This is an optimization exercise on Yosys and OpenROAD, whose aim is small area, a short achievable clock period and few clock cycles, not a production implementation.
RTL that was checked went through simulation tests only; none was proved equivalent to the original.
Function not checked in runs 1 to 4 and 6: the RTL went through the layout flow alone.

$ cat config.mk
export PLATFORM = sky130hd
export DESIGN_NAME = pn_eval_core
export DESIGN_NICKNAME = pn_eval_core
export VERILOG_FILES = /design/flow/design.v
export SDC_FILE = /design/flow/constraint.sdc
export NUM_CORES = 4
export LEC_CHECK = 0
export CAP_MARGIN = 20
export CORE_MARGIN = 2
export CORE_UTILIZATION = 60
export SLEW_MARGIN = 20
$ cat constraint.sdc
create_clock -name core_clock -period 11.0 [get_ports {clk}]
set_input_delay 2.2000 -clock core_clock [delete_from_list [all_inputs] [get_ports {clk}]]
set_output_delay 2.2000 -clock core_clock [all_outputs]
set_load 0.01 [all_outputs]
$ cat design.v
package pn_pkg;
    localparam logic PN_POSTFIX = 1'b0;
    localparam logic PN_PREFIX  = 1'b1;
    localparam logic [1:0] OP_ADD = 2'b00;
    localparam logic [1:0] OP_SUB = 2'b01;
    localparam logic [1:0] OP_MUL = 2'b10;
    localparam logic [1:0] OP_ABS = 2'b11;
    typedef enum logic [2:0] {
        IDLE = 3'd0,
        RUN  = 3'd1,
        WAIT = 3'd2,
        REV  = 3'd3,
        OUT  = 3'd4,
        REV0 = 3'd5
    } state_t;
endpackage
module pn_alu
#(
    parameter int unsigned DATA_W = 32
) (
    input  logic [DATA_W-1:0] a,
    input  logic [DATA_W-1:0] b,
    input  logic [1:0]        op,
    input  logic              swap,
    output logic [DATA_W-1:0] result
);
    localparam int unsigned LV = $clog2(DATA_W);
    logic [DATA_W-1:0] bb, p;
    logic [DATA_W-1:0] gl [LV+1];
    logic [DATA_W-1:0] pl [LV+1];
    logic [DATA_W-1:0] c0, c1, s0, s1;
    assign bb = (op == pn_pkg::OP_ADD) ? b : ~b;
    assign p  = a ^ bb;
    assign gl[0] = a & bb;
    assign pl[0] = p;
    for (genvar l = 0; l < int'(LV); l++) begin : g_lvl
        for (genvar i = 0; i < int'(DATA_W); i++) begin : g_bit
            if (((i >> l) & 1) == 1) begin : g_node
                assign gl[l+1][i] = gl[l][i] | (pl[l][i] & gl[l][((i >> l) << l) - 1]);
                assign pl[l+1][i] = pl[l][i] & pl[l][((i >> l) << l) - 1];
            end else begin : g_pass
                assign gl[l+1][i] = gl[l][i];
                assign pl[l+1][i] = pl[l][i];
            end
        end
    end
    assign c0 = {gl[LV][DATA_W-2:0], 1'b0};
    assign c1 = {gl[LV][DATA_W-2:0] | pl[LV][DATA_W-2:0], 1'b1};
    assign s0 = p ^ c0;     
    assign s1 = p ^ c1;     
    always_comb begin
        case (op)
            pn_pkg::OP_SUB: result = swap ? ~s0 : s1;
            pn_pkg::OP_ABS: result = s1[DATA_W-1] ? ~s0 : s1;
            default:        result = s0;
        endcase
    end
endmodule
module pn_eval_core
#(
    parameter int unsigned OPND_W    = 3,
    parameter int unsigned DATA_W    = 32,
    parameter int unsigned TOK_DEPTH = 16,
    parameter int unsigned STK_DEPTH = 8
) (
    input  logic                     clk,
    input  logic                     rst,
    input  logic                     in_valid,
    input  logic                     mode,
    input  logic                     operator,
    input  logic [OPND_W-1:0]        in,
    output logic                     busy,
    output logic                     out_valid,
    output logic signed [DATA_W-1:0] out,
    output logic                     err
);
    localparam int unsigned TOK_W  = OPND_W + 1;
    localparam int unsigned TCNT_W = $clog2(TOK_DEPTH + 1);
    localparam int unsigned TIDX_W = $clog2(TOK_DEPTH);
    localparam int unsigned SCNT_W = $clog2(STK_DEPTH + 1);
    localparam int unsigned SIDX_W = $clog2(STK_DEPTH);
    localparam int unsigned RF_D   = STK_DEPTH - 2;
    localparam int unsigned OS_D   = 5;                 
    localparam int unsigned DCNT_W = TCNT_W + 1;        
    localparam logic signed [DCNT_W-1:0] D_ONE  = 1;
    localparam logic signed [DCNT_W-1:0] D_MONE = -1;
    localparam logic signed [DCNT_W-1:0] D_MAX  = STK_DEPTH;
    typedef enum logic [2:0] {
        K_NONE, K_PUSH, K_OSPUSH, K_STKOP, K_IMMOP, K_CASC
    } kind_t;
    pn_pkg::state_t state, state_d;
    logic [TOK_W-1:0]  tok_mem [TOK_DEPTH];
    logic [TCNT_W-1:0] wp, rp;
    logic              hd_v;
    logic [TOK_W-1:0]  hd;
    logic              mode_q, ovf;
    logic              tq_v, tq_op;
    logic signed [DCNT_W-1:0] dp, dmax, dmin;
    logic              perr;
    logic [DATA_W-1:0] t0, t1;
    logic [DATA_W-1:0] rf [RF_D];
    logic [SCNT_W-1:0] sp;
    logic              os_v  [OS_D];
    logic              os_l  [OS_D];
    logic [1:0]        os_op [OS_D];
    logic              casc, revf;
    logic [DATA_W-1:0] ms;
    logic              cpa, acc;
    logic              imm_q;
    logic [1:0]        aop_q;
    logic [SIDX_W-1:0] oidx;
    logic [SCNT_W-1:0] ocnt;
    logic              oasc;
    logic              rev, pre, eng_on;
    logic [DATA_W-1:0] h_val;
    kind_t             kind;
    logic [1:0]        eop;
    logic              is_alu, mul_first, complete, consume;
    assign rev    = (state == pn_pkg::REV);
    assign pre    = mode_q & ~rev;
    assign eng_on = (state == pn_pkg::RUN) || (state == pn_pkg::WAIT) || rev;
    assign h_val  = DATA_W'(hd[OPND_W-1:0]);
    always_comb begin
        if (pre && casc)           kind = K_CASC;
        else if (!hd_v)            kind = K_NONE;
        else if (!hd[TOK_W-1])     kind = (pre && os_v[0] && os_l[0]) ? K_IMMOP : K_PUSH;
        else                       kind = pre ? K_OSPUSH : K_STKOP;
    end
    assign eop       = (kind == K_STKOP) ? hd[1:0] : os_op[0];
    assign is_alu    = (kind == K_STKOP) || (kind == K_IMMOP) || (kind == K_CASC);
    assign mul_first = is_alu && (eop == pn_pkg::OP_MUL) && !cpa;
    assign complete  = (kind != K_NONE) && !mul_first;
    assign consume   = complete && (kind != K_CASC);
    logic [DATA_W-1:0] alu_a, alu_b, alu_r;
    logic              small0, small1, x_is0, csa_now;
    logic [DATA_W-1:0] mx, r0, r1, r2, cs_s, cs_c;
    logic [2:0]        mm;
    assign alu_a = (cpa || acc) ? ms : (imm_q ? t0 : t1);
    assign alu_b = cpa ? t0 : (acc ? (t1 & {DATA_W{t0[0]}}) : (imm_q ? h_val : t0));
    pn_alu #(.DATA_W(DATA_W)) u_alu (
        .a      (alu_a),
        .b      (alu_b),
        .op     (aop_q),
        .swap   (rev),
        .result (alu_r)
    );
    assign small0  = (t0[DATA_W-1:OPND_W] == '0);
    assign small1  = (t1[DATA_W-1:OPND_W] == '0);
    assign x_is0   = imm_q || (!small0 && small1);
    assign csa_now = !acc && (imm_q || small0 || small1);
    assign mx      = x_is0 ? t0 : t1;
    assign mm      = imm_q ? hd[2:0] : (x_is0 ? t1[2:0] : t0[2:0]);
    assign r0      = mx & {DATA_W{mm[0]}};
    assign r1      = (mx << 1) & {DATA_W{mm[1]}};
    assign r2      = (mx << 2) & {DATA_W{mm[2]}};
    assign cs_s    = r0 ^ r1 ^ r2;
    assign cs_c    = ((r0 & r1) | (r0 & r2) | (r1 & r2)) << 1;
    logic [DATA_W-1:0] t0_d, t1_d, ms_d, rf_rd;
    logic [SIDX_W-1:0] rf_ra;
    logic              rf_we, ms_we;
    logic [SCNT_W-1:0] sp_d;
    logic              os_v_d [OS_D];
    logic              os_l_d [OS_D];
    logic [1:0]        os_op_d [OS_D];
    logic              casc_d, revf_d, cpa_d, acc_d;
    logic [TCNT_W-1:0] rp_d;
    assign rf_ra = (state == pn_pkg::OUT) ? oidx : SIDX_W'(sp - SCNT_W'(3));
    assign rf_rd = rf[rf_ra];
    always_comb begin
        t0_d   = t0;
        t1_d   = t1;
        ms_d   = ms;
        rf_we  = 1'b0;
        ms_we  = 1'b0;
        for (int i = 0; i < int'(OS_D); i++) begin
            os_v_d[i]  = os_v[i];
            os_l_d[i]  = os_l[i];
            os_op_d[i] = os_op[i];
        end
        sp_d   = sp;
        casc_d = casc;
        revf_d = revf;
        cpa_d  = cpa;
        acc_d  = acc;
        rp_d   = rp;
        if (eng_on) begin
            if (mul_first) begin
                ms_we = 1'b1;
                if (csa_now) begin
                    t0_d  = cs_s;
                    ms_d  = cs_c;
                    cpa_d = 1'b1;
                end else begin
                    ms_d  = acc ? alu_r : '0;
                    acc_d = 1'b1;
                    if (acc) begin
                        t0_d = t0 >> 1;
                        t1_d = t1 << 1;
                        if (t0[DATA_W-1:1] == '0) begin
                            acc_d = 1'b0;
                            cpa_d = 1'b1;
                        end
                    end
                end
            end else if (complete) begin
                cpa_d = 1'b0;
                if (consume) rp_d = rev ? rp - TCNT_W'(1) : rp + TCNT_W'(1);
                case (kind)
                    K_PUSH: begin
                        rf_we = 1'b1;
                        t1_d  = t0;
                        t0_d  = h_val;
                        sp_d  = sp + SCNT_W'(1);
                        if (pre) begin
                            if (sp == SCNT_W'(STK_DEPTH)) revf_d = 1'b1;
                            if (os_v[0]) os_l_d[0] = 1'b1;
                        end
                    end
                    K_OSPUSH: begin
                        for (int i = 1; i < int'(OS_D); i++) begin
                            os_v_d[i]  = os_v[i-1];
                            os_l_d[i]  = os_l[i-1];
                            os_op_d[i] = os_op[i-1];
                        end
                        os_v_d[0]  = 1'b1;
                        os_l_d[0]  = 1'b0;
                        os_op_d[0] = hd[1:0];
                        if (os_v[OS_D-1]) revf_d = 1'b1;
                    end
                    default: begin   
                        t0_d = alu_r;
                        if (kind != K_IMMOP) begin
                            t1_d = rf_rd;
                            sp_d = sp - SCNT_W'(1);
                        end
                        if (kind != K_STKOP) begin
                            for (int i = 0; i < int'(OS_D) - 1; i++) begin
                                os_v_d[i]  = os_v[i+1];
                                os_l_d[i]  = os_l[i+1];
                                os_op_d[i] = os_op[i+1];
                            end
                            os_v_d[OS_D-1] = 1'b0;
                            casc_d = os_v[1] && os_l[1];
                            if (os_v[1]) os_l_d[0] = 1'b1;
                        end
                    end
                endcase
            end
        end
    end
    logic              tok_we;
    logic [TIDX_W-1:0] rd_addr;
    logic [TOK_W-1:0]  mem_nx, hd_d;
    logic              hd_v_d;
    assign tok_we  = (state == pn_pkg::RUN) && in_valid && (wp != TCNT_W'(TOK_DEPTH));
    assign rd_addr = (state == pn_pkg::REV0) ? TIDX_W'(wp - TCNT_W'(1)) :
                     rev ? TIDX_W'(rp - TCNT_W'(1)) : TIDX_W'(rp + TCNT_W'(1));
    assign mem_nx  = tok_mem[rd_addr];
    always_comb begin
        hd_d   = hd;
        hd_v_d = hd_v;
        if (state == pn_pkg::IDLE) begin
            hd_d   = {operator, in};
            hd_v_d = 1'b1;
        end else if (state == pn_pkg::REV0) begin
            hd_d   = mem_nx;
            hd_v_d = 1'b1;
        end else if (eng_on && consume) begin
            if (rev || (rp + TCNT_W'(1) != wp)) begin
                hd_d   = mem_nx;
                hd_v_d = 1'b1;
            end else begin
                hd_d   = {operator, in};
                hd_v_d = tok_we;
            end
        end else if (!hd_v) begin
            hd_d   = {operator, in};
            hd_v_d = tok_we;
        end
    end
    logic signed [DCNT_W-1:0] dd, dp_n, dt, dmax_f, dmin_f;
    logic                     post_ok, pre_ok, bad;
    assign dd      = tq_op ? D_MONE : D_ONE;
    assign dp_n    = dp + dd;
    assign dt      = tq_v ? dp_n : dp;
    assign dmax_f  = (tq_v && dp > dmax) ? dp : dmax;
    assign dmin_f  = (tq_v && dp < dmin) ? dp : dmin;
    assign post_ok = !perr && (dt >= D_ONE) && (dt <= D_MAX);
    assign pre_ok  = (dt > dmax_f) && (dt <= dmin_f + D_MAX);
    assign bad     = ovf || (mode_q ? !pre_ok : !post_ok);
    logic              busy_d, out_valid_d, err_d;
    logic [DATA_W-1:0] out_d, out_sel, rf0_d;
    logic [SIDX_W-1:0] oidx_d;
    logic [SCNT_W-1:0] ocnt_d;
    logic              oasc_d, done_next, eng_reset, ended;
    assign done_next = !hd_v_d && !casc_d && !cpa_d && !acc_d;
    assign out_sel   = (oidx == SIDX_W'(sp - SCNT_W'(1))) ? t0 :
                       (oidx == SIDX_W'(sp - SCNT_W'(2))) ? t1 : rf_rd;
    assign rf0_d     = (rf_we && sp == SCNT_W'(2)) ? t1 : rf[0];
    always_comb begin
        state_d     = state;
        busy_d      = busy;
        out_valid_d = 1'b0;
        out_d       = '0;
        err_d       = 1'b0;
        oidx_d      = oidx;
        ocnt_d      = ocnt;
        oasc_d      = oasc;
        eng_reset   = 1'b0;
        ended       = 1'b0;
        case (state)
            pn_pkg::IDLE: begin
                busy_d = 1'b0;
                if (in_valid) begin
                    eng_reset = 1'b1;
                    busy_d    = 1'b1;
                    state_d   = pn_pkg::RUN;
                end
            end
            pn_pkg::RUN: begin
                ended = !in_valid;
            end
            pn_pkg::WAIT: begin
                ended = 1'b1;
            end
            pn_pkg::REV0: begin
                state_d = pn_pkg::REV;
            end
            pn_pkg::REV: begin
                if (consume && rp == '0) begin
                    state_d = pn_pkg::OUT;
                    oidx_d  = SIDX_W'(sp_d - SCNT_W'(1));
                    ocnt_d  = sp_d;
                    oasc_d  = 1'b0;
                end
            end
            pn_pkg::OUT: begin
                out_valid_d = 1'b1;
                out_d       = out_sel;
                oidx_d      = oasc ? oidx + SIDX_W'(1) : oidx - SIDX_W'(1);
                ocnt_d      = ocnt - SCNT_W'(1);
                if (ocnt == SCNT_W'(1)) begin
                    busy_d  = 1'b0;
                    state_d = pn_pkg::IDLE;
                end
            end
            default: state_d = pn_pkg::IDLE;
        endcase
        if (ended) begin
            if (state == pn_pkg::RUN && bad) begin
                out_valid_d = 1'b1;
                err_d       = 1'b1;
                busy_d      = 1'b0;
                state_d     = pn_pkg::IDLE;
            end else if (done_next && !revf_d) begin
                out_valid_d = 1'b1;
                out_d       = (sp_d == SCNT_W'(1)) ? t0_d :
                              (sp_d == SCNT_W'(2)) ? t1_d : rf0_d;
                oidx_d      = SIDX_W'(1);
                ocnt_d      = sp_d - SCNT_W'(1);
                oasc_d      = 1'b1;
                if (sp_d == SCNT_W'(1)) begin
                    busy_d  = 1'b0;
                    state_d = pn_pkg::IDLE;
                end else begin
                    state_d = pn_pkg::OUT;
                end
            end else if (done_next) begin
                state_d = pn_pkg::REV0;
            end else begin
                state_d = pn_pkg::WAIT;
            end
        end
    end
    logic              mode_n, casc_n, os_v0_n, os_l0_n, pre_n, cpa_n, acc_n;
    assign mode_n  = eng_reset ? mode : mode_q;
    assign casc_n  = !eng_reset && casc_d;
    assign os_v0_n = !eng_reset && os_v_d[0];
    assign os_l0_n = os_l_d[0];
    assign pre_n   = mode_n && (state_d != pn_pkg::REV);
    assign cpa_n   = !eng_reset && cpa_d;
    assign acc_n   = !eng_reset && acc_d;
    always_ff @(posedge clk) begin
        if (rst) begin
            state     <= pn_pkg::IDLE;
            busy      <= 1'b0;
            out_valid <= 1'b0;
            out       <= '0;
            err       <= 1'b0;
        end else begin
            state     <= state_d;
            busy      <= busy_d;
            out_valid <= out_valid_d;
            out       <= out_d;
            err       <= err_d;
        end
    end
    always_ff @(posedge clk) begin
        if (eng_reset) begin
            tok_mem[0] <= {operator, in};
            wp     <= TCNT_W'(1);
            ovf    <= 1'b0;
            tq_v   <= 1'b1;
            tq_op  <= operator;
            dp     <= '0;
            dmax   <= '0;
            dmin   <= '0;
            perr   <= 1'b0;
        end else begin
            tq_v  <= 1'b0;
            tq_op <= operator;
            if (state == pn_pkg::RUN && in_valid && !tok_we) ovf <= 1'b1;
            if (tok_we) begin
                tok_mem[TIDX_W'(wp)] <= {operator, in};
                wp   <= wp + TCNT_W'(1);
                tq_v <= 1'b1;
            end
            if (tq_v) begin
                dp   <= dp_n;
                dmax <= dmax_f;
                dmin <= dmin_f;
                if (dp_n < D_ONE || dp_n > D_MAX) perr <= 1'b1;
            end
        end
        mode_q <= mode_n;
    end
    always_ff @(posedge clk) begin
        if (eng_reset) begin
            rp   <= '0;
            sp   <= '0;
            revf <= 1'b0;
            cpa  <= 1'b0;
            acc  <= 1'b0;
        end else begin
            if (state == pn_pkg::REV0) begin
                rp <= wp - TCNT_W'(1);
                sp <= '0;
            end else begin
                rp <= rp_d;
                sp <= sp_d;
            end
            revf <= revf_d;
            cpa  <= cpa_d;
            acc  <= acc_d;
        end
        casc <= casc_n;
        for (int i = 0; i < int'(OS_D); i++) begin
            os_v[i]  <= (i == 0) ? os_v0_n : (!eng_reset && os_v_d[i]);
            os_l[i]  <= os_l_d[i];
            os_op[i] <= os_op_d[i];
        end
        imm_q <= !casc_n && pre_n && hd_v_d && !hd_d[TOK_W-1] && os_v0_n && os_l0_n;
        if (cpa_n || acc_n)
            aop_q <= pn_pkg::OP_ADD;
        else if (!pre_n && hd_d[TOK_W-1])
            aop_q <= hd_d[1:0];
        else
            aop_q <= os_op_d[0];
        t0 <= t0_d;
        t1 <= t1_d;
        if (ms_we) ms <= ms_d;
        if (eng_on && rf_we) begin
            for (int j = 0; j < int'(RF_D); j++)
                if (sp == SCNT_W'(j + 2)) rf[j] <= t1;
        end
        hd   <= hd_d;
        hd_v <= hd_v_d;
        oidx <= oidx_d;
        ocnt <= ocnt_d;
        oasc <= oasc_d;
    end
endmodule
$ cat flow/run.sh
#!/bin/bash
set -euo pipefail
bash standard.sh SETUP_SLACK_MARGIN=6.5 finish > standard.log 2>&1
$ cat standard.sh
#!/bin/bash
# synth_recipe.tcl (not shown) runs the flow's synth.tcl, then flattens the netlist and writes it again
# the make line also repeats each setting of config.mk as NAME=value (left out here)
make -C /OpenROAD-flow-scripts/flow DESIGN_CONFIG=/design/flow/config.mk WORK_HOME=/design/flow/orfs CLKGATE_MAP_FILE= SYNTH_SCRIPT=/design/flow/synth_recipe.tcl "${@:-finish}"
==> impl_metrics.toml, run 1 <==
[global_routing]
grt_busiest_layer = "met2"
grt_util_all_layers = 0.390
use_met3 = 0.0831
first_global_vias = 25303
antenna_found_initial = 1
use_met1 = 0.494
grt_overflow = 0
met2_usage = 0.627
grt_max_degree = 64
grt_pass1_wl_um = 149000

[placement]
preCtsSetupSlack_ns = 4.47
io_buffers = 42
dp_hpwl_um = 62700
place_congestion = 0.936

[routing]
route.detailed.drc = 0
via_count = 26672
wirelength_um = 101000
via_per_inst = 7.07
first_pass_iters = 9
drtAntennaViolNets = 0
wl_per_cell_um = 26.8
first_iter_violations = 3754

[synth]
synth_cells = 3052
synth_top_family_by_area = "compound AO/OA/AOI/OAI gates"
synth_edf_count = 301
synth_compound_area_frac = 0.212
ys_types = 112
synthSimpleGateAreaFrac = 0.174
synthMuxAreaShare = 0.0413
synth_xor_area_frac = 0.0334
synth-seq-cells = 467
synthAdderAreaFrac = 0.0608
yosysSeqAreaShare = 0.433
synth_fp_nets = 3177
yosysWarnings = 11
synthArstFlopShare = 0
syn_area_mm2 = 0.0285
ys.flop_type = "edfxtp_1"
syn_avg_cell_area_um2 = 9.35

[status]
status = "no timing/DRC/antenna violations"

[sta]
hold_viol_final = 0
finalWorstSetupSlack_ns = 6.16
finClkSkew_ns = 0.0293
setup_violations = 0
drv_slew = 0
max_freq_mhz = 207
fin_crit_sh = 0.440
tightest_slew_ns = 1.04
rsz0062_at_grt = "true"
fin_tns_setup_ns = 0
period_needed_ns = 4.84
slew_headroom = 0.306

[setup_path]
critPathMaxStageDelay_ns = 0.57
crit_type = "register to register"
cp-start-kind = "register"
crit_chain = "buf_12, clkinv_16, nor3_4, buf_6, buf_6, buf_16, buf_12, a22oi_2, xor2_1, ha_1, and3_4, nand3_4, nor3_2, a2111oi_4, buf_4, or3_2, o21ai_0, o21ai_0, a211o_1"
cp_slowest_cell = "or3_2"
path_buf_inv = 7
endpoint_kind = "register"
critical-path-top-delay-family = "simple AND/OR/NAND/NOR gates"
cp.arrival_ns = 5.31
cp.required_ns = 11.47
critical_path.max_fanout = 8

[cts]
clk_latency_ns = 0.61
postCtsHoldBufs = 0
cts-buffers-inserted = 50
cts_tree = "built"
path_clk_slew_ns = 0.06
clock_path_buffers = 3
clock_sinks = 467
htree_levels = 2
root_buffer = "clkbuf_16"

[final_layout]
layout-drive-gt1-share = 0.186
nets = 3251
final_cell_mix = "nand2_1 (399), edfxtp_1 (301), nor2_1 (272)"
synthToLayoutAreaGrowth_pct = 19.4
fill_cells = 3390
final_common_cell = "nand2_1"
diodes = 0

[floorplanning]
die_w_um = 222
pin_count = 43
fp.dieH_um = 222
dieArea_mm2 = 0.0493
coreArea_mm2 = 0.0468
core.rowCount = 79
start_util = 0.610

[worst_hold_path]
hold_class = "register to register"

[job]
cap_violations = 0
==> per-layer routing <==
| metal | wire, um | up-vias |
|---|---|---|
| met4 | 6910 | 0 |
| met2 | 46300 | 1937 |
| met1 | 36800 | 12801 |
| li1 | - | 11451 |
| met5 | 0 | - |
| met3 | 11100 | 483 |
==> worst reg2reg max path, stage by stage (launching register included) <==
cell,delay [ns]
dfxtp_4,0.36
buf_12,0.14
clkinv_16,0.06
nor3_4,0.18
buf_6,0.14
buf_6,0.13
buf_16,0.15
buf_12,0.14
a22oi_2,0.09
xor2_1,0.21
ha_1,0.37
and3_4,0.23
nand3_4,0.14
nor3_2,0.44
a2111oi_4,0.20
buf_4,0.22
or3_2,0.57
o21ai_0,0.43
o21ai_0,0.25
a211o_1,0.30
==> metrics by stage <==
stage	hold slack, ns	area, um^2	utilization	instances
2_1_floorplan	0.426	28500	-	3052
3_3_place_gp	0.439	29200	0.625	3518
5_1_grt	0.489	34100	0.728	3772
3_5_place_dp	0.447	29200	0.625	3518
6_report	0.456	34100	0.728	3772
4_1_cts	0.462	32500	0.695	3693
==> repair_timing <==
action / in CTS / in global routing
pin swaps: 45 / 79
gates resized for setup: 173 / 197
buffers inserted: 72 / 76
gates cloned: 12 / 3
endpoints found under the setup margin: 108 / 98
==> synthesized netlist by cell type, drive strengths merged (28+ instances only) <==
cell type	count	area share
o211ai	50	0.014
fa	36	0.025
ha	81	0.036
and2	33	0.0072
buf	77	0.014
nand2	407	0.054
a31oi	28	0.0067
clkbuf	161	0.021
nor2	281	0.037
a21o	32	0.0084
and3	30	0.0068
xnor2	44	0.014
o21ai	200	0.035
inv	72	0.0095
a22oi	64	0.017
a222oi	31	0.011
nor2b	42	0.0092
nand3	104	0.019
xor2	63	0.020
a21oi	206	0.036
edfxtp	301	0.32
mux2i	67	0.024
dfxtp	166	0.12
nor3	51	0.0095
==> sequential cells by signal, summed over array words and instances, names as in the netlist, 4 cells and up <==
register,cells
dmax,6
dmin,6
dp,6
hd,4
ms,32
ocnt,4
os_l,5
os_op,10
os_v,5
out,32
rf,192
rp,5
sp,4
t0,32
t1,32
tok_mem,64
wp,5
==> kinds of logic (layout without fill, tap and decap cells) <==
kind of cell,Yosys count,count (layout)
simple gates,1072,1073
compound gates,880,881
flops,467,467
buf+inv,314,425
fa+ha+maj,117,117
xor+xnor,107,107
mux,95,95
==> path summary, 6_finish.rpt <==
kind                                  start     endpoint  slack [ns]  cells past startpoint
worst min-delay path            os_op[3][1]  os_op[4][1]        0.46                      0
worst min register to register  os_op[3][1]  os_op[4][1]        0.46                      0
worst max register to register          acc       out[8]        6.16                     19
worst max-delay path                    acc       out[8]        6.16                     19
==> area by class of cell <==
type                    count  area [um^2]  area share
clock buffers              68         1370      0.0402
clock inverters            23          277     0.00812
inverters                  76          319     0.00937
multi-input cells        2273        16300       0.479
flip-flops and latches    467        12400       0.364
well taps                 607          759      0.0223
repair buffers            257         2610      0.0767
repair inverters            1         8.76    0.000257
==> run 2, diff against run 1 <==
--- a/design.v
+++ b/design.v
@@ -294,6 +294,8 @@
     logic [SCNT_W-1:0] ocnt_d;
     logic              oasc_d, done_next, eng_reset, ended;
     assign done_next = !hd_v_d && !casc_d && !cpa_d && !acc_d;
+    logic alu_wr;
+    assign alu_wr    = eng_on && is_alu;
     assign out_sel   = (oidx == SIDX_W'(sp - SCNT_W'(1))) ? t0 :
                        (oidx == SIDX_W'(sp - SCNT_W'(2))) ? t1 : rf_rd;
     assign rf0_d     = (rf_we && sp == SCNT_W'(2)) ? t1 : rf[0];
@@ -352,9 +354,14 @@
                 err_d       = 1'b1;
                 busy_d      = 1'b0;
                 state_d     = pn_pkg::IDLE;
+            end else if (done_next && !revf_d && sp_d == SCNT_W'(1) && alu_wr) begin
+                state_d = pn_pkg::OUT;
+                oidx_d  = '0;
+                ocnt_d  = SCNT_W'(1);
+                oasc_d  = 1'b1;
             end else if (done_next && !revf_d) begin
                 out_valid_d = 1'b1;
-                out_d       = (sp_d == SCNT_W'(1)) ? t0_d :
+                out_d       = (sp_d == SCNT_W'(1)) ? h_val :
                               (sp_d == SCNT_W'(2)) ? t1_d : rf0_d;
                 oidx_d      = SIDX_W'(1);
                 ocnt_d      = sp_d - SCNT_W'(1);
--- a/config.mk
+++ b/config.mk
@@ -7,5 +7,5 @@
 export LEC_CHECK = 0
 export CAP_MARGIN = 20
 export CORE_MARGIN = 2
-export CORE_UTILIZATION = 60
+export CORE_UTILIZATION = 45
 export SLEW_MARGIN = 20
==> impl_metrics.toml, run 2 <==
[status]
status = "no timing/DRC/antenna violations"

[final_layout]
largest_register_ffs = 192
top_register = "rf"
layout-drive-gt1-share = 0.138
nets = 3137
reg_top3 = "rf (192), tok_mem (64)"
diodes = 0
synthToLayoutAreaGrowth_pct = 15.9
final_cell_mix = "edfxtp_1 (333), nand2_1 (317), nor2_1 (255)"
final_common_cell = "edfxtp_1"

[global_routing]
grt_pass1_wl_um = 151000
antenna_found_initial = 0
grt_util_all_layers = 0.292
first_global_vias = 24465
grt_overflow = 0
grt_max_degree = 65

[routing]
route.detailed.drc = 0
first_iter_violations = 3190
wirelength_um = 102000
first_pass_iters = 6
wl_per_cell_um = 26.2
via_count = 25828
drtAntennaViolNets = 0
via_per_inst = 6.61

[cts]
path_clk_slew_ns = 0.06
clock_sinks = 467
clk_latency_ns = 0.63
clock_path_buffers = 3
cts_tree = "built"
htree_levels = 2
root_buffer = "clkbuf_16"
cts-buffers-inserted = 51
postCtsHoldBufs = 0

[synth]
synthTopCellsByArea = "edfxtp_1 (34%), dfxtp_1 (9.3%), mux2i_1 (5.2%)"
synth_top_area_frac = 0.345
synth_commonest_cells = "edfxtp_1 (333), nand2_1 (319), nor2_1 (263)"
syn_avg_cell_area_um2 = 9.56
yosysSeqAreaShare = 0.437
ys_types = 106
yosysMostFrequentCell = "edfxtp_1"
yosysWarnings = 11
ys.flop_type = "edfxtp_1"
synth_edf_count = 333
synth_top_cell_by_area = "edfxtp_1"
syn_area_mm2 = 0.0290
synth_cells = 3034
synth_fp_nets = 3159
synth-seq-cells = 467
synthArstFlopShare = 0

[floorplanning]
coreArea_mm2 = 0.0641
fp.dieH_um = 258
core.rowCount = 93
pin_count = 43
die_w_um = 258
start_util = 0.452
dieArea_mm2 = 0.0665

[setup_path]
cp-start-kind = "register"
critPathMaxStageDelay_ns = 0.37
cp.required_ns = 11.46
cpMostUsedCell = "o21a_1"
crit_chain = "ha_4, nor2b_4, o21a_1, o21a_1, o21a_1, o311a_1, o21ai_4, buf_12, mux2i_4, ha_4, buf_6, a2111oi_4, a221oi_2, a21oi_2, o31ai_4, a41oi_2, nor4_4, buf_4, buf_6, a32oi_2, o22ai_2"
crit_type = "register to register"
endpoint_kind = "register"
cp.arrival_ns = 4.94
critical_path.max_fanout = 7
cp-startpoint = "dp[1]"
reg2regPathDepth = 21
crit-reg2reg-launch = "dp[1]"
cp_slowest_cell = "dfxtp_4"

[worst_hold_path]
min_path_cells = 0
min-delay-start = "os_op[3][1]"
hold_class = "register to register"

[sta]
fin_tns_setup_ns = 0
hold_viol_final = 0
fin_crit_sh = 0.407
tightest_slew_ns = 1.09
drv_slew = 0
max_freq_mhz = 223
finClkSkew_ns = 0.0298
slew_headroom = 0.269
period_needed_ns = 4.48
rsz0062_at_grt = "true"
setup_violations = 0

[job]
cap_violations = 0

[placement]
dp_hpwl_um = 63900
io_buffers = 42
place_congestion = 0.912
-- run 2: final timing paths --
path | end | slack [ns]
max | out[2] | 6.52
min | os_op[4][1] | 0.45
max reg2reg | out[2] | 6.52
min reg2reg | os_op[4][1] | 0.45
-- run 2: cell families after synthesis --
logic type      Yosys count  share of synthesized area
xor+xnor                 83                     0.0261
mux                     168                     0.0593
simple gates            975                      0.160
fa+ha+maj               117                     0.0598
flops                   467                      0.437
compound gates          921                      0.217
buf+inv                 303                     0.0410
-- run 2: critical path: cells and delay by family, from the launching register on --
| kind | cells | cell delay (ns) |
|---|---|---|
| flip-flops | 1 | 0.37 |
| buffers and inverters | 4 | 0.55 |
| AND/OR/NAND/NOR | 2 | 0.19 |
| adder cells (fa/ha/maj) | 2 | 0.47 |
| AO/OA/AOI/OAI | 12 | 2.48 |
| multiplexers | 1 | 0.26 |
-- run 2: area by class of cell --
type,count,area [um^2]
clock buffers,70,1470
clock inverters,26,309
fillers,5680,30500
inverters,68,255
multi-input cells,2265,16100
flip-flops and latches,467,12700
well taps,855,1070
repair buffers,159,1640
-- run 2: stage by stage --
step                       util  setup WS, ns  area, um^2  hold WS [ns]  std cells
after global placement    0.470          4.93       30100         0.437       3751
after CTS                 0.508          6.51       32600         0.455       3883
after floorplan               -          6.52       29000         0.426       3034
after global routing      0.524          6.35       33600         0.470       3910
after detailed placement  0.470          4.82       30100         0.445       3751
final                     0.524          6.52       33600         0.452       3910
-- run 2: repair_timing --
item                       CTS  global route
gates cloned                 4             6
resized for setup           68           152
pin swaps                   13            37
setup buffers               32            21
setup endpoints to repair  108           105
-- run 2: routing by layer --
layer / vias to the layer above / share of wire / wire [um] / GRT usage
li1: 11345 / - / - / -
met3: 301 / 0.11 / 10800 / 0.0583
met1: 12696 / 0.41 / 42100 / 0.409
met2: 1486 / 0.44 / 45400 / 0.448
met5: - / 0 / 0 / 0
met4: 0 / 0.039 / 4000 / 0.107
==> run 3, diff against run 2 <==
--- a/design.v
+++ b/design.v
@@ -108,6 +108,7 @@
     logic              cpa, acc;
     logic              imm_q;
     logic [1:0]        aop_q;
+    logic              sa_ms, sa_t0, sa_t1, sb_t0, sb_bit, sb_imm;
     logic [SIDX_W-1:0] oidx;
     logic [SCNT_W-1:0] ocnt;
     logic              oasc;
@@ -135,8 +136,9 @@
     logic              small0, small1, x_is0, csa_now;
     logic [DATA_W-1:0] mx, r0, r1, r2, cs_s, cs_c;
     logic [2:0]        mm;
-    assign alu_a = (cpa || acc) ? ms : (imm_q ? t0 : t1);
-    assign alu_b = cpa ? t0 : (acc ? (t1 & {DATA_W{t0[0]}}) : (imm_q ? h_val : t0));
+    assign alu_a = ({DATA_W{sa_ms}} & ms) | ({DATA_W{sa_t0}} & t0) | ({DATA_W{sa_t1}} & t1);
+    assign alu_b = ({DATA_W{sb_t0}} & t0) | ({DATA_W{sb_bit && t0[0]}} & t1) |
+                   ({DATA_W{sb_imm}} & h_val);
     pn_alu #(.DATA_W(DATA_W)) u_alu (
         .a      (alu_a),
         .b      (alu_b),
@@ -387,6 +389,8 @@
     assign pre_n   = mode_n && (state_d != pn_pkg::REV);
     assign cpa_n   = !eng_reset && cpa_d;
     assign acc_n   = !eng_reset && acc_d;
+    logic imm_n;
+    assign imm_n   = !casc_n && pre_n && hd_v_d && !hd_d[TOK_W-1] && os_v0_n && os_l0_n;
     always_ff @(posedge clk) begin
         if (rst) begin
             state     <= pn_pkg::IDLE;
@@ -456,7 +460,13 @@
             os_l[i]  <= os_l_d[i];
             os_op[i] <= os_op_d[i];
         end
-        imm_q <= !casc_n && pre_n && hd_v_d && !hd_d[TOK_W-1] && os_v0_n && os_l0_n;
+        imm_q <= imm_n;
+        sa_ms  <= cpa_n || acc_n;
+        sa_t0  <= !cpa_n && !acc_n && imm_n;
+        sa_t1  <= !cpa_n && !acc_n && !imm_n;
+        sb_t0  <= cpa_n || (!acc_n && !imm_n);
+        sb_bit <= !cpa_n && acc_n;
+        sb_imm <= !cpa_n && !acc_n && imm_n;
         if (cpa_n || acc_n)
             aop_q <= pn_pkg::OP_ADD;
         else if (!pre_n && hd_d[TOK_W-1])
==> flow/run.sh (replaced) <==
#!/bin/bash
set -euo pipefail
bash standard.sh SETUP_SLACK_MARGIN=7 finish > standard.log 2>&1
--- a/config.mk
+++ b/config.mk
@@ -7,5 +7,5 @@
 export LEC_CHECK = 0
 export CAP_MARGIN = 20
 export CORE_MARGIN = 2
-export CORE_UTILIZATION = 45
+export CORE_UTILIZATION = 50
 export SLEW_MARGIN = 20
==> impl_metrics.toml, run 3 <==
[synth]
synth_edf_count = 333
yosysWarnings = 11
synthArstFlopShare = 0
synth_top_cell_by_area = "edfxtp_1"
syn_area_mm2 = 0.0291
synth_compound_area_frac = 0.204
synth_fp_nets = 2998
ys_types = 113
ys.flop_type = "edfxtp_1"
synthTopCellsByArea = "edfxtp_1 (34%), dfxtp_1 (9.6%), mux2i_1 (5.4%)"
synth_top_area_frac = 0.344
synth-seq-cells = 472
synthMuxAreaShare = 0.0867
synthSimpleGateAreaFrac = 0.134
synth_cells = 2873
yosysSeqAreaShare = 0.440
syn_avg_cell_area_um2 = 10.1
synthAdderAreaFrac = 0.0597
synth_xor_area_frac = 0.0288
yosysMostFrequentCell = "edfxtp_1"
synth_commonest_cells = "edfxtp_1 (333), nor2_1 (270), nand2_1 (219)"
synth_top_family_by_area = "compound AO/OA/AOI/OAI gates"

[global_routing]
grt_pass1_wl_um = 151000
grt_overflow = 0
grt_util_all_layers = 0.329
grt_max_degree = 62
antenna_found_initial = 3
first_global_vias = 24487

[final_layout]
final_cell_area_mm2 = 0.0360
reg_top3 = "rf (192), tok_mem (64)"
layout-drive-gt1-share = 0.258
largest_register_ffs = 192
synthToLayoutAreaGrowth_pct = 23.9
top_register = "rf"
fill_cells = 4560
nets = 3091
final_cell_mix = "edfxtp_1 (333), nor2_1 (252), nand2_1 (215)"
final_common_cell = "edfxtp_1"
diodes = 0

[cts]
postCtsHoldBufs = 0
cts_tree = "built"
root_buffer = "clkbuf_16"
path_clk_slew_ns = 0.06
clock_path_buffers = 3
clk_latency_ns = 0.60
clock_sinks = 472
cts-buffers-inserted = 51
htree_levels = 2

[floorplanning]
coreArea_mm2 = 0.0576
core.rowCount = 88
dieArea_mm2 = 0.0601
fp.dieH_um = 245
pin_count = 43
start_util = 0.505
die_w_um = 245

[routing]
drtAntennaViolNets = 0
first_pass_iters = 6
route.detailed.drc = 0
wl_per_cell_um = 26.8
via_count = 25241
wirelength_um = 101000
first_iter_violations = 2877
via_per_inst = 6.69

[setup_path]
endpoint_kind = "register"
rrSetupSlack_ns = 6.57
cp-start-kind = "register"
cp.required_ns = 11.35
crit_type = "register to register"
critical_path.max_fanout = 8
cp.arrival_ns = 4.78

[sta]
fin_crit_sh = 0.403
rsz0062_at_grt = "true"
setup_violations = 0
finClkSkew_ns = 0.00994
tightest_slew_ns = 1.06
fin_tns_setup_ns = 0
period_needed_ns = 4.43
drv_slew = 0
max_freq_mhz = 226
hold_viol_final = 0
holdWs_ns = 0.456
slew_headroom = 0.284

[placement]
place_congestion = 0.943
place_area_mm2 = 0.0300
io_buffers = 42
dp_hpwl_um = 64400

[worst_hold_path]
hold_class = "register to register"

[status]
status = "no timing/DRC/antenna violations"

[job]
cap_violations = 0
run 3: changes by cell type in the layout (fill, tap and decap cells not counted), sizes merged, moves of 28 or more:
cell | before | now
a21oi | 193 | 144
a222oi | 4 | 38
a2bb2oi | 40 | 1
buf | 109 | 231
mux2 | 17 | 47
nand2 | 319 | 221
nor2b | 42 | 14
o21ai | 191 | 132
run 3: metal layers:
layer / vias up / GRT usage / routed length, um
met1: 12543 / 0.457 / 42100
met4: 2 / 0.143 / 4530
met5: - / 0 / 10
li1: 11120 / - / -
met2: 1315 / 0.508 / 45700
met3: 261 / 0.0547 / 8870
run 3: repair_timing:
item,in CTS,in global routing
cloned,10,0
pin swaps,135,87
buffers inserted,135,39
endpoints found under the setup margin,311,170
gates resized for setup,360,160
run 3: final timing paths:
path / startpoint / endpoint / cells past startpoint
worst max-delay path: t0[0] / ms[27] / 14
worst min-delay path: os_op[3][0] / os_op[4][0] / 0
worst max register to register: t0[0] / ms[27] / 14
worst min register to register: os_op[3][0] / os_op[4][0] / 0
run 3: logic make-up after synthesis:
family                     Yosys count
AOI/OAI and AO/OA                  818
and+or+nand+nor                    818
DFF                                472
buffers and inverters              332
muxes                              223
adders and majority gates          117
xor gates and xnor gates            93
run 3: critical path, stage by stage, from the launching register on:
cell and delay [ns]:
edfxtp_1 0.41, and2_4 0.18, buf_12 0.15, a222oi_1 0.33
xor2_1 0.16, ha_1 0.33, and4_4 0.26, nand4_1 0.24
o31a_1 0.44, a31o_4 0.28, a211oi_4 0.30, or3_4 0.37
mux2i_4 0.36, xnor2_4 0.14, a22o_1 0.20
run 3: cell type report:
class / count / area [um^2] / area share
Clock buffer: 73 / 1480 / 0.0412
Inverter: 94 / 360 / 0.0100
Timing Repair Buffer: 276 / 2870 / 0.0797
Sequential cell: 472 / 12800 / 0.356
Clock inverter: 23 / 204 / 0.00566
Tap cell: 765 / 957 / 0.0266
Multi-Input combinational cell: 2071 / 17300 / 0.481
run 3: stage by stage:
step	setup slack, ns	utilization	instances
floorplan	6.98	-	2873
global placement	5.44	0.520	3492
detailed placement	5.54	0.521	3493
CTS	6.60	0.605	3734
global route	6.45	0.625	3774
finish	6.57	0.625	3774
==> run 4, diff against run 3 <==
--- a/design.v
+++ b/design.v
@@ -110,8 +110,9 @@
     logic [1:0]        aop_q;
     logic              sa_ms, sa_t0, sa_t1, sb_t0, sb_bit, sb_imm;
     logic [SIDX_W-1:0] oidx;
-    logic [SCNT_W-1:0] ocnt;
     logic              oasc;
+    logic              mode_n, casc_n, os_v0_n, os_l0_n, pre_n, cpa_n, acc_n;
+    logic              imm_n;
     logic              rev, pre, eng_on;
     logic [DATA_W-1:0] h_val;
     kind_t             kind;
@@ -280,20 +281,34 @@
             hd_v_d = tok_we;
         end
     end
-    logic signed [DCNT_W-1:0] dd, dp_n, dt, dmax_f, dmin_f;
-    logic                     post_ok, pre_ok, bad;
+    logic signed [DCNT_W-1:0] dd, dp_n, dmax_f, dmin_f;
+    logic signed [DCNT_W-1:0] c_dp, c_mx, c_mn, t_op, t_num;
+    logic                     c_perr, bad, bad_op, bad_num, bad_op_d, bad_num_d;
     assign dd      = tq_op ? D_MONE : D_ONE;
     assign dp_n    = dp + dd;
-    assign dt      = tq_v ? dp_n : dp;
     assign dmax_f  = (tq_v && dp > dmax) ? dp : dmax;
     assign dmin_f  = (tq_v && dp < dmin) ? dp : dmin;
-    assign post_ok = !perr && (dt >= D_ONE) && (dt <= D_MAX);
-    assign pre_ok  = (dt > dmax_f) && (dt <= dmin_f + D_MAX);
-    assign bad     = ovf || (mode_q ? !pre_ok : !post_ok);
+    assign c_dp    = eng_reset ? '0 : (tq_v ? dp_n : dp);
+    assign c_mx    = eng_reset ? '0 : dmax_f;
+    assign c_mn    = eng_reset ? '0 : dmin_f;
+    assign c_perr  = !eng_reset && (perr || (tq_v && (dp_n < D_ONE || dp_n > D_MAX)));
+    assign t_op    = c_dp + D_MONE;
+    assign t_num   = c_dp + D_ONE;
+    always_comb begin
+        if (mode_n) begin
+            bad_op_d  = !((t_op > c_mx) && (t_op > c_dp) &&
+                          (t_op <= c_mn + D_MAX) && (t_op <= c_dp + D_MAX));
+            bad_num_d = !((t_num > c_mx) && (t_num > c_dp) &&
+                          (t_num <= c_mn + D_MAX) && (t_num <= c_dp + D_MAX));
+        end else begin
+            bad_op_d  = c_perr || (t_op < D_ONE) || (t_op > D_MAX);
+            bad_num_d = c_perr || (t_num < D_ONE) || (t_num > D_MAX);
+        end
+    end
+    assign bad     = ovf || !tq_v || (tq_op ? bad_op : bad_num);
     logic              busy_d, out_valid_d, err_d;
     logic [DATA_W-1:0] out_d, out_sel, rf0_d;
     logic [SIDX_W-1:0] oidx_d;
-    logic [SCNT_W-1:0] ocnt_d;
     logic              oasc_d, done_next, eng_reset, ended;
     assign done_next = !hd_v_d && !casc_d && !cpa_d && !acc_d;
     logic alu_wr;
@@ -308,7 +323,6 @@
         out_d       = '0;
         err_d       = 1'b0;
         oidx_d      = oidx;
-        ocnt_d      = ocnt;
         oasc_d      = oasc;
         eng_reset   = 1'b0;
         ended       = 1'b0;
@@ -334,7 +348,6 @@
                 if (consume && rp == '0) begin
                     state_d = pn_pkg::OUT;
                     oidx_d  = SIDX_W'(sp_d - SCNT_W'(1));
-                    ocnt_d  = sp_d;
                     oasc_d  = 1'b0;
                 end
             end
@@ -342,8 +355,7 @@
                 out_valid_d = 1'b1;
                 out_d       = out_sel;
                 oidx_d      = oasc ? oidx + SIDX_W'(1) : oidx - SIDX_W'(1);
-                ocnt_d      = ocnt - SCNT_W'(1);
-                if (ocnt == SCNT_W'(1)) begin
+                if (oasc ? (oidx == SIDX_W'(sp - SCNT_W'(1))) : (oidx == '0)) begin
                     busy_d  = 1'b0;
                     state_d = pn_pkg::IDLE;
                 end
@@ -359,14 +371,12 @@
             end else if (done_next && !revf_d && sp_d == SCNT_W'(1) && alu_wr) begin
                 state_d = pn_pkg::OUT;
                 oidx_d  = '0;
-                ocnt_d  = SCNT_W'(1);
                 oasc_d  = 1'b1;
             end else if (done_next && !revf_d) begin
                 out_valid_d = 1'b1;
                 out_d       = (sp_d == SCNT_W'(1)) ? h_val :
                               (sp_d == SCNT_W'(2)) ? t1_d : rf0_d;
                 oidx_d      = SIDX_W'(1);
-                ocnt_d      = sp_d - SCNT_W'(1);
                 oasc_d      = 1'b1;
                 if (sp_d == SCNT_W'(1)) begin
                     busy_d  = 1'b0;
@@ -381,7 +391,6 @@
             end
         end
     end
-    logic              mode_n, casc_n, os_v0_n, os_l0_n, pre_n, cpa_n, acc_n;
     assign mode_n  = eng_reset ? mode : mode_q;
     assign casc_n  = !eng_reset && casc_d;
     assign os_v0_n = !eng_reset && os_v_d[0];
@@ -389,7 +398,6 @@
     assign pre_n   = mode_n && (state_d != pn_pkg::REV);
     assign cpa_n   = !eng_reset && cpa_d;
     assign acc_n   = !eng_reset && acc_d;
-    logic imm_n;
     assign imm_n   = !casc_n && pre_n && hd_v_d && !hd_d[TOK_W-1] && os_v0_n && os_l0_n;
     always_ff @(posedge clk) begin
         if (rst) begin
@@ -433,7 +441,9 @@
                 if (dp_n < D_ONE || dp_n > D_MAX) perr <= 1'b1;
             end
         end
-        mode_q <= mode_n;
+        mode_q  <= mode_n;
+        bad_op  <= bad_op_d;
+        bad_num <= bad_num_d;
     end
     always_ff @(posedge clk) begin
         if (eng_reset) begin
@@ -483,7 +493,6 @@
         hd   <= hd_d;
         hd_v <= hd_v_d;
         oidx <= oidx_d;
-        ocnt <= ocnt_d;
         oasc <= oasc_d;
     end
 endmodule
==> impl_metrics.toml, run 4 <==
[sta]
finClkSkew_ns = 0.0215
drv_slew = 0
finalWorstSetupSlack_ns = 6.71
rsz0062_at_grt = "true"
period_needed_ns = 4.29
slew_headroom = 0.250
setup_violations = 0
fin_tns_setup_ns = 0
max_freq_mhz = 233
hold_viol_final = 0
tightest_slew_ns = 1.13
fin_crit_sh = 0.390
holdWs_ns = 0.461

[cts]
clk_latency_ns = 0.62
postCtsHoldBufs = 0
htree_levels = 2
clock_path_buffers = 3
clock_sinks = 470
cts_tree = "built"
path_clk_slew_ns = 0.06
root_buffer = "clkbuf_16"
cts-buffers-inserted = 51

[final_layout]
final_common_cell = "edfxtp_1"
layout-drive-gt1-share = 0.215
diodes = 0
top_register = "rf"
final_cell_mix = "edfxtp_1 (333), nand2_1 (275), nor2_1 (274)"
final_cell_area_mm2 = 0.0354
largest_register_ffs = 192
synthToLayoutAreaGrowth_pct = 22.1
nets = 3198
reg_top3 = "rf (192), tok_mem (64)"

[placement]
place_area_mm2 = 0.0303
dp_hpwl_um = 68500
io_buffers = 42
place_congestion = 0.927
preCtsSetupSlack_ns = 5.23

[job]
cap_violations = 0

[routing]
wl_per_cell_um = 28.0
via_per_inst = 6.70
first_pass_iters = 8
drtAntennaViolNets = 0
route.detailed.drc = 0
first_iter_violations = 3391
wirelength_um = 108000
via_count = 25830

[status]
status = "no timing/DRC/antenna violations"

[synth]
synth_fp_nets = 3076
syn_avg_cell_area_um2 = 9.92
synthArstFlopShare = 0
synth_top_cell_by_area = "edfxtp_1"
yosysSeqAreaShare = 0.439
yosysMostFrequentCell = "edfxtp_1"
synth_cells = 2927
syn_area_mm2 = 0.0290
synth-seq-cells = 470
yosysWarnings = 11
ys.flop_type = "edfxtp_1"
synthTopCellsByArea = "edfxtp_1 (34%), dfxtp_1 (9.4%), mux2i_1 (4.7%)"
synth_edf_count = 333
ys_types = 109
synth_top_area_frac = 0.345
synth_commonest_cells = "edfxtp_1 (333), nand2_1 (289), nor2_1 (287)"

[floorplanning]
fp.dieH_um = 245
pin_count = 43
dieArea_mm2 = 0.0600
start_util = 0.504
coreArea_mm2 = 0.0576
die_w_um = 245
core.rowCount = 88

[global_routing]
antenna_found_initial = 0
first_global_vias = 24962
grt_overflow = 0
grt_util_all_layers = 0.347
grt_max_degree = 64
grt_pass1_wl_um = 158000

[setup_path]
critical_path.max_fanout = 6
endpoint_kind = "register"
cp-start-kind = "register"
cp.required_ns = 11.37
cp.arrival_ns = 4.66
crit_type = "register to register"

[worst_hold_path]
hold_class = "register to register"
-- run 4: changes by cell type in the layout (fill, tap and decap cells not counted), moves of 21 or more --
cell | before | now
o22ai_4 | 23 | 0
nor2_1 | 252 | 274
nand2_1 | 215 | 275
a21oi_1 | 114 | 85
mux2_2 | 41 | 12
ha_1 | 54 | 78
buf_4 | 150 | 176
o221ai_1 | 3 | 24
-- run 4: kinds of logic (layout without fill, tap and decap cells) --
logic type	count (synthesis)	in the layout	share of synthesized area
and+or+nand+nor	904	907	0.145
buffers and inverters	333	493	0.0462
DFF	470	470	0.439
AOI/OAI and AO/OA	816	816	0.204
muxes	169	170	0.0667
xor gates and xnor gates	94	94	0.0291
adders and majority gates	141	141	0.0701
-- run 4: stage by stage --
step	utilization	std cells
CTS	0.592	3785
global placement	0.526	3573
finish	0.615	3856
floorplan	-	2927
detailed placement	0.526	3573
global route	0.615	3856
-- run 4: critical path: stages, from the launching register on --
cell,delay [ns]
edfxtp_1,0.41
buf_6,0.15
buf_6,0.11
and2_4,0.21
a22oi_1,0.20
xor2_1,0.14
ha_1,0.22
a21o_1,0.20
or3_4,0.36
o211ai_4,0.32
a211oi_4,0.11
buf_6,0.14
buf_4,0.13
buf_6,0.11
o31ai_4,0.30
o211ai_4,0.23
buf_6,0.18
mux2i_4,0.18
xnor2_2,0.15
a22o_1,0.18
-- run 4: worst paths after layout --
kind	from	end	slack, ns	cells after the start
setup / recovery	t0[0]	ms[27]	6.71	19
hold / removal	ovf	ovf	0.46	2
setup reg to reg	t0[0]	ms[27]	6.71	19
hold reg to reg	ovf	ovf	0.46	2
-- run 4: layout make-up --
| type | count | area [um^2] |
|---|---|---|
| Fill cell | 4715 | 22100 |
| Multi-Input combinational cell | 2128 | 16700 |
| Sequential cell | 470 | 12800 |
| Timing Repair Buffer | 283 | 2840 |
| Clock buffer | 72 | 1470 |
| Tap cell | 765 | 957 |
| Inverter | 115 | 454 |
| Clock inverter | 23 | 188 |
-- run 4: what timing repair did --
item,in CTS,in global routing
endpoints found under the setup margin,339,201
hold endpoints to repair,0,0
pin swaps,121,129
cloned,11,2
gates resized for setup,241,150
buffers inserted,106,69
-- run 4: per-layer routing --
metal | part of all wire | GRT usage
met5 | 0 | 0
met4 | 0.056 | 0.167
met3 | 0.097 | 0.0686
met2 | 0.47 | 0.570
met1 | 0.38 | 0.440
==> run 5, diff against run 4 <==
--- a/design.v
+++ b/design.v
@@ -307,7 +307,9 @@
     end
     assign bad     = ovf || !tq_v || (tq_op ? bad_op : bad_num);
     logic              busy_d, out_valid_d, err_d;
-    logic [DATA_W-1:0] out_d, out_sel, rf0_d;
+    logic [DATA_W-1:0] out_d, out_sel, rf0_d, out_q;
+    logic              out_t0, out_t0_d;
+    assign out = out_q | ({DATA_W{out_t0}} & t0);
     logic [SIDX_W-1:0] oidx_d;
     logic              oasc_d, done_next, eng_reset, ended;
     assign done_next = !hd_v_d && !casc_d && !cpa_d && !acc_d;
@@ -321,6 +323,7 @@
         busy_d      = busy;
         out_valid_d = 1'b0;
         out_d       = '0;
+        out_t0_d    = 1'b0;
         err_d       = 1'b0;
         oidx_d      = oidx;
         oasc_d      = oasc;
@@ -369,9 +372,10 @@
                 busy_d      = 1'b0;
                 state_d     = pn_pkg::IDLE;
             end else if (done_next && !revf_d && sp_d == SCNT_W'(1) && alu_wr) begin
-                state_d = pn_pkg::OUT;
-                oidx_d  = '0;
-                oasc_d  = 1'b1;
+                out_valid_d = 1'b1;
+                out_t0_d    = 1'b1;
+                busy_d      = 1'b0;
+                state_d     = pn_pkg::IDLE;
             end else if (done_next && !revf_d) begin
                 out_valid_d = 1'b1;
                 out_d       = (sp_d == SCNT_W'(1)) ? h_val :
@@ -404,13 +408,15 @@
             state     <= pn_pkg::IDLE;
             busy      <= 1'b0;
             out_valid <= 1'b0;
-            out       <= '0;
+            out_q     <= '0;
+            out_t0    <= 1'b0;
             err       <= 1'b0;
         end else begin
             state     <= state_d;
             busy      <= busy_d;
             out_valid <= out_valid_d;
-            out       <= out_d;
+            out_q     <= out_d;
+            out_t0    <= out_t0_d;
             err       <= err_d;
         end
     end
==> flow/run.sh (replaced) <==
#!/bin/bash
set -euo pipefail
bash standard.sh SETUP_SLACK_MARGIN=6.5 finish > standard.log 2>&1
==> impl_metrics.toml, run 5 <==
[status]
status = "no timing/DRC/antenna violations"

[final_layout]
largest_register_ffs = 192
final_util = 0.563
diodes = 0
layout-drive-gt1-share = 0.118
nets = 2947
fill_cells = 4872
final_common_cell = "edfxtp_1"
top_register = "rf"
synthToLayoutAreaGrowth_pct = 11.9
final_cell_mix = "edfxtp_1 (333), nor2_1 (308), nand2_1 (248)"
reg_top3 = "rf (192), tok_mem (64)"

[synth]
synth_xor_area_frac = 0.0328
synth_edf_count = 333
synth_commonest_cells = "edfxtp_1 (333), nor2_1 (316), nand2_1 (249)"
synthAdderAreaFrac = 0.0720
synthSimpleGateAreaFrac = 0.127
syn_avg_cell_area_um2 = 9.96
yosysSeqAreaShare = 0.452
ys_types = 103
synthArstFlopShare = 0
synthMuxAreaShare = 0.0697
synth_top_family_by_area = "compound AO/OA/AOI/OAI gates"
synth_cells = 2839
synth_compound_area_frac = 0.196
synth_top_cell_by_area = "edfxtp_1"
yosysMostFrequentCell = "edfxtp_1"
yosysWarnings = 11
synthTopCellsByArea = "edfxtp_1 (35%), dfxtp_1 (9.8%), mux2i_1 (5.0%)"
synth_top_area_frac = 0.354
syn_area_mm2 = 0.0283
ys.flop_type = "edfxtp_1"
synth-seq-cells = 471
synth_fp_nets = 2988

[sta]
setup_violations = 0
slew_headroom = 0.283
tightest_slew_ns = 1.08
fin_tns_setup_ns = 0
max_freq_mhz = 226
period_needed_ns = 4.43
drv_slew = 0
holdWs_ns = 0.456
fin_crit_sh = 0.403
hold_viol_final = 0
rsz0062_at_grt = "false"
finClkSkew_ns = 0.0385

[placement]
dp_hpwl_um = 56600
place_congestion = 0.886
io_buffers = 42

[floorplanning]
die_w_um = 242
fp.dieH_um = 242
pin_count = 43
core.rowCount = 87
start_util = 0.503
coreArea_mm2 = 0.0562
dieArea_mm2 = 0.0585

[cts]
clk_latency_ns = 0.64
htree_levels = 2
cts_tree = "built"
path_clk_slew_ns = 0.06
clock_path_buffers = 3
postCtsHoldBufs = 0
cts-buffers-inserted = 53
root_buffer = "clkbuf_16"
clock_sinks = 471

[global_routing]
grt_util_all_layers = 0.295
antenna_found_initial = 0
grt_pass1_wl_um = 136000
first_global_vias = 22978
grt_overflow = 0
grt_max_degree = 65

[setup_path]
reg2regPathDepth = 10
cp.arrival_ns = 2.23
critical_path.max_fanout = 32
crit_type = "register to output port"
cp-start-kind = "register"
cp.required_ns = 8.80
endpoint_kind = "output port"

[job]
cap_violations = 0

[routing]
wl_per_cell_um = 24.8
wirelength_um = 89200
drtAntennaViolNets = 0
first_pass_iters = 7
via_count = 23419
first_iter_violations = 2729
via_per_inst = 6.51
route.detailed.drc = 0

[worst_hold_path]
min_path_cells = 2
hold_class = "register to register"
[run 5: cell count changes in the layout (fill, tap and decap cells not counted), sizes merged, moves of 16 or more]
cell and delta:
buf -151, nand3 -18, nor2 +33, a21o +23, nand2 -36, o22ai +45, a21oi +16, o21ai +40
and2 -19, o31ai -22, a31oi -17, o21a -16, nor3 -21
[run 5: final cells by class]
type,instances,area [um^2],share of cell area
multi-input cells,2030,14600,0.461
flip-flops and latches,471,12800,0.404
clock buffers,72,1450,0.0458
repair buffers,129,1190,0.0376
well taps,756,946,0.0299
inverters,113,429,0.0136
clock inverters,27,273,0.00862
[run 5: through the flow]
stage,setup WS (ns),std cells,area [um^2]
after global placement,5.60,3447,29100
after CTS,6.51,3567,31200
final,6.57,3598,31600
after floorplan,6.48,2839,28400
after detailed placement,5.54,3448,29200
after global routing,6.48,3598,31600
[run 5: critical path, cell delays in order (launching register included)]
cell and delay (ns):
dfxtp_1 0.32, buf_4 0.37, a21o_1 0.31, clkdlybuf4s50_1 0.60
[run 5: layer usage]
metal	vias up	part of all wire	GRT usage
met4	0	0.038	0.117
met5	-	0	0
met2	1217	0.47	0.486
met3	221	0.082	0.0417
met1	11504	0.41	0.395
li1	10477	-	-
[run 5: cells by family after synthesis]
| group | Yosys count |
|---|---|
| DFF | 471 |
| xor gates and xnor gates | 105 |
| AOI/OAI and AO/OA | 810 |
| adders and majority gates | 141 |
| and+or+nand+nor | 796 |
| muxes | 171 |
| buffers and inverters | 345 |
[run 5: final timing paths]
path                            startpoint       end  slack (ns)
worst max-delay path                out_t0    out[4]        6.57
worst min-delay path                   ovf       ovf        0.46
worst max register to register    state[0]  out_q[1]        6.62
worst min register to register         ovf       ovf        0.46
[run 5: repair_timing]
action | in CTS | in global routing
pin swaps | 11 | 26
endpoints found under the hold margin | 0 | 0
resized for setup | 31 | 54
gates cloned | 4 | 4
setup endpoints to repair | 95 | 100
setup buffers | 16 | 27
Testbench counts of run 5, summed over its fixed seeds: cycles 7,494.
==> run 6, diff against run 5 <==
--- a/design.v
+++ b/design.v
@@ -138,7 +138,7 @@
     logic [DATA_W-1:0] mx, r0, r1, r2, cs_s, cs_c;
     logic [2:0]        mm;
     assign alu_a = ({DATA_W{sa_ms}} & ms) | ({DATA_W{sa_t0}} & t0) | ({DATA_W{sa_t1}} & t1);
-    assign alu_b = ({DATA_W{sb_t0}} & t0) | ({DATA_W{sb_bit && t0[0]}} & t1) |
+    assign alu_b = ({DATA_W{sb_t0}} & t0) | ({DATA_W{sb_bit && ms[0]}} & t1) |
                    ({DATA_W{sb_imm}} & h_val);
     pn_alu #(.DATA_W(DATA_W)) u_alu (
         .a      (alu_a),
@@ -193,16 +193,17 @@
                     t0_d  = cs_s;
                     ms_d  = cs_c;
                     cpa_d = 1'b1;
-                end else begin
-                    ms_d  = acc ? alu_r : '0;
+                end else if (!acc) begin
+                    ms_d  = t0;
+                    t0_d  = '0;
                     acc_d = 1'b1;
-                    if (acc) begin
-                        t0_d = t0 >> 1;
-                        t1_d = t1 << 1;
-                        if (t0[DATA_W-1:1] == '0) begin
-                            acc_d = 1'b0;
-                            cpa_d = 1'b1;
-                        end
+                end else begin
+                    t0_d = alu_r;
+                    t1_d = t1 << 1;
+                    ms_d = ms >> 1;
+                    if (ms[DATA_W-1:1] == '0) begin
+                        acc_d = 1'b0;
+                        cpa_d = 1'b1;
                     end
                 end
             end else if (complete) begin
@@ -477,8 +478,8 @@
             os_op[i] <= os_op_d[i];
         end
         imm_q <= imm_n;
-        sa_ms  <= cpa_n || acc_n;
-        sa_t0  <= !cpa_n && !acc_n && imm_n;
+        sa_ms  <= cpa_n;
+        sa_t0  <= !cpa_n && (acc_n || imm_n);
         sa_t1  <= !cpa_n && !acc_n && !imm_n;
         sb_t0  <= cpa_n || (!acc_n && !imm_n);
         sb_bit <= !cpa_n && acc_n;
==> impl_metrics.toml, run 6 <==
[placement]
dp_hpwl_um = 62600
place_area_mm2 = 0.0304
place_congestion = 0.928
io_buffers = 42
preCtsSetupSlack_ns = 5.32

[global_routing]
antenna_found_initial = 0
use_met3 = 0.0443
grt_busiest_layer = "met2"
use_met1 = 0.408
grt_util_all_layers = 0.308
met2_usage = 0.507
grt_overflow = 0
grt_pass1_wl_um = 145000
grt_max_degree = 77
first_global_vias = 24247

[synth]
synth_compound_area_frac = 0.205
yosysMostFrequentCell = "edfxtp_1"
ys.flop_type = "edfxtp_1"
synth_fp_nets = 3233
synthArstFlopShare = 0
synth_edf_count = 333
synthSimpleGateAreaFrac = 0.138
synth_top_area_frac = 0.342
synth-seq-cells = 472
synthTopCellsByArea = "edfxtp_1 (34%), dfxtp_1 (9.5%), mux2i_1 (6.1%)"
yosysSeqAreaShare = 0.437
synth_top_cell_by_area = "edfxtp_1"
synthAdderAreaFrac = 0.0695
syn_area_mm2 = 0.0293
ys_types = 94
synth_xor_area_frac = 0.0356
synth_top_family_by_area = "compound AO/OA/AOI/OAI gates"
synth_commonest_cells = "edfxtp_1 (333), nand2_1 (326), nor2_1 (276)"
synthMuxAreaShare = 0.0635
synth_cells = 3084

[floorplanning]
start_util = 0.507
coreArea_mm2 = 0.0578
core.rowCount = 88
dieArea_mm2 = 0.0605
pin_count = 43
die_w_um = 246
fp.dieH_um = 246

[routing]
wl_per_cell_um = 24.7
first_iter_violations = 2606
first_pass_iters = 8
via_per_inst = 6.49
wirelength_um = 94400
route.detailed.drc = 0
drtAntennaViolNets = 0
via_count = 24765

[setup_path]
r2r-end = "t0[23]"
critical-path-top-delay-family = "buffers and inverters"
reg2regPathDepth = 14
cp_slowest_cell = "clkdlybuf4s50_1"
endpoint_kind = "output port"
critical_path.max_fanout = 32
crit_chain = "buf_6, a21o_1, clkdlybuf4s50_1"
path_buf_inv = 2
cp.required_ns = 8.80
cp.arrival_ns = 2.19
rrSetupSlack_ns = 6.61
cp-start-kind = "register"
critPathMaxStageDelay_ns = 0.59
crit-reg2reg-launch = "t0[16]"

[final_layout]
diodes = 0
final_cell_area_mm2 = 0.0329
layout-drive-gt1-share = 0.109
largest_register_ffs = 192
final_cell_mix = "edfxtp_1 (333), nand2_1 (324), nor2_1 (265)"
nets = 3158
final_util = 0.569
synthToLayoutAreaGrowth_pct = 12.3
top_register = "rf"
final_common_cell = "edfxtp_1"
reg_top3 = "rf (192), tok_mem (64)"

[sta]
finClkSkew_ns = 0.0272
fin_tns_setup_ns = 0
setup_violations = 0
tightest_slew_ns = 1.12
period_needed_ns = 4.39
drv_slew = 0
finalWorstSetupSlack_ns = 6.61
hold_viol_final = 0
max_freq_mhz = 228
fin_crit_sh = 0.399
rsz0062_at_grt = "true"

[worst_hold_path]
min_path_cells = 0
min-delay-start = "os_op[3][1]"
hold_class = "register to register"
whs_endpoint = "os_op[4][1]"

[cts]
clock_sinks = 472
cts_tree = "built"
cts-buffers-inserted = 52
clock_path_buffers = 3
clk_latency_ns = 0.63
path_clk_slew_ns = 0.06
htree_levels = 2

[job]
cap_violations = 0

[status]
status = "no timing/DRC/antenna violations"
[run 6: cell types whose count changed after synthesis, moves of 13 or more]
cell | previous run | this run
nand2_1 | 249 | 326
o21ai_0 | 170 | 232
clkbuf_1 | 153 | 205
o22ai_1 | 107 | 57
a21oi_1 | 110 | 151
nor2_1 | 316 | 276
mux2i_1 | 140 | 178
buf_2 | 44 | 16
nand3_1 | 41 | 69
inv_1 | 111 | 130
a221oi_1 | 8 | 25
nor2b_1 | 22 | 36
a22oi_1 | 46 | 59
[run 6: what timing repair did]
action                     in CTS  in global routing
cloned                          1                  0
hold endpoints to repair        0                  0
buffers inserted               11                 21
hold buffers                    0                  0
pin swaps                       8                 23
setup endpoints to repair     116                 67
gates resized for setup        58                 73
[run 6: final cells by class]
cell class / count / area (um^2)
Inverter: 131 / 500
Clock buffer: 68 / 1380
Tap cell: 765 / 957
Clock inverter: 30 / 294
Fill cell: 5108 / 24900
Timing Repair Buffer: 128 / 1170
Multi-Input combinational cell: 2224 / 15800
Sequential cell: 472 / 12800
[run 6: routing by layer]
metal	vias to the layer above	part of all wire
met1	12181	0.41
li1	11233	-
met2	1113	0.48
met4	0	0.043
met5	-	0
met3	238	0.072
[run 6: cells by family after synthesis]
kind of cell | Yosys count
AOI/OAI and AO/OA | 889
and+or+nand+nor | 889
DFF | 472
buffers and inverters | 389
muxes | 185
adders and majority gates | 141
xor gates and xnor gates | 119
[run 6: stage by stage]
step                hold slack, ns  instances
floorplan                    0.426       3084
global placement             0.437       3684
detailed placement           0.441       3685
CTS                          0.461       3795
global route                 0.479       3818
finish                       0.458       3818
[run 6: worst max-delay path by stage]
stage,from,end,depth (start not counted),slack (ns)
floorplan,state[0],rf[1][0],10,5.22
global placement,in_valid,bad_num,17,5.34
detailed placement,in_valid,bad_op,16,5.32
CTS,ms[0],t0[23],16,6.47
global route,state[2],out_q[0],16,6.38
finish,out_t0,out[4],3,6.61

re-timing with driven ports:
How much do the figures lean on ideal ports? The routed layouts below were timed once more, with nothing changed but the port constraints. Step 1, drivers: a clkbuf_16 drives clk and a buf_2 each remaining input, both assumed. Step 2 adds t to the input delays and takes it off the output delays; t is the mean of the earliest and latest rising clock arrival at the registers after step 1. Input paths then give back, and output paths get back, about the clock's delay inside the block. Slacks: ideal / step 1 / step 2; pairs: ideal / step 1.
run	t, ns	setup slack, ns	clock arrival spread, ns
run 1	0.651	6.160 / 6.160 / 6.160	0.029 / 0.029
run 2	0.684	6.518 / 6.518 / 6.426	0.030 / 0.030
run 3	0.658	6.570 / 6.570 / 6.328	0.011 / 0.012
run 4	0.667	6.710 / 6.710 / 6.089	0.022 / 0.021
run 5	0.679	6.570 / 6.508 / 6.029	0.039 / 0.038
run 6	0.676	6.613 / 6.552 / 6.000	0.027 / 0.027
After both steps every run listed still meets setup and hold. For run 4, which loses most, drivers alone change the setup slack by 0.000 ns; drivers and shift together by -0.621 ns.
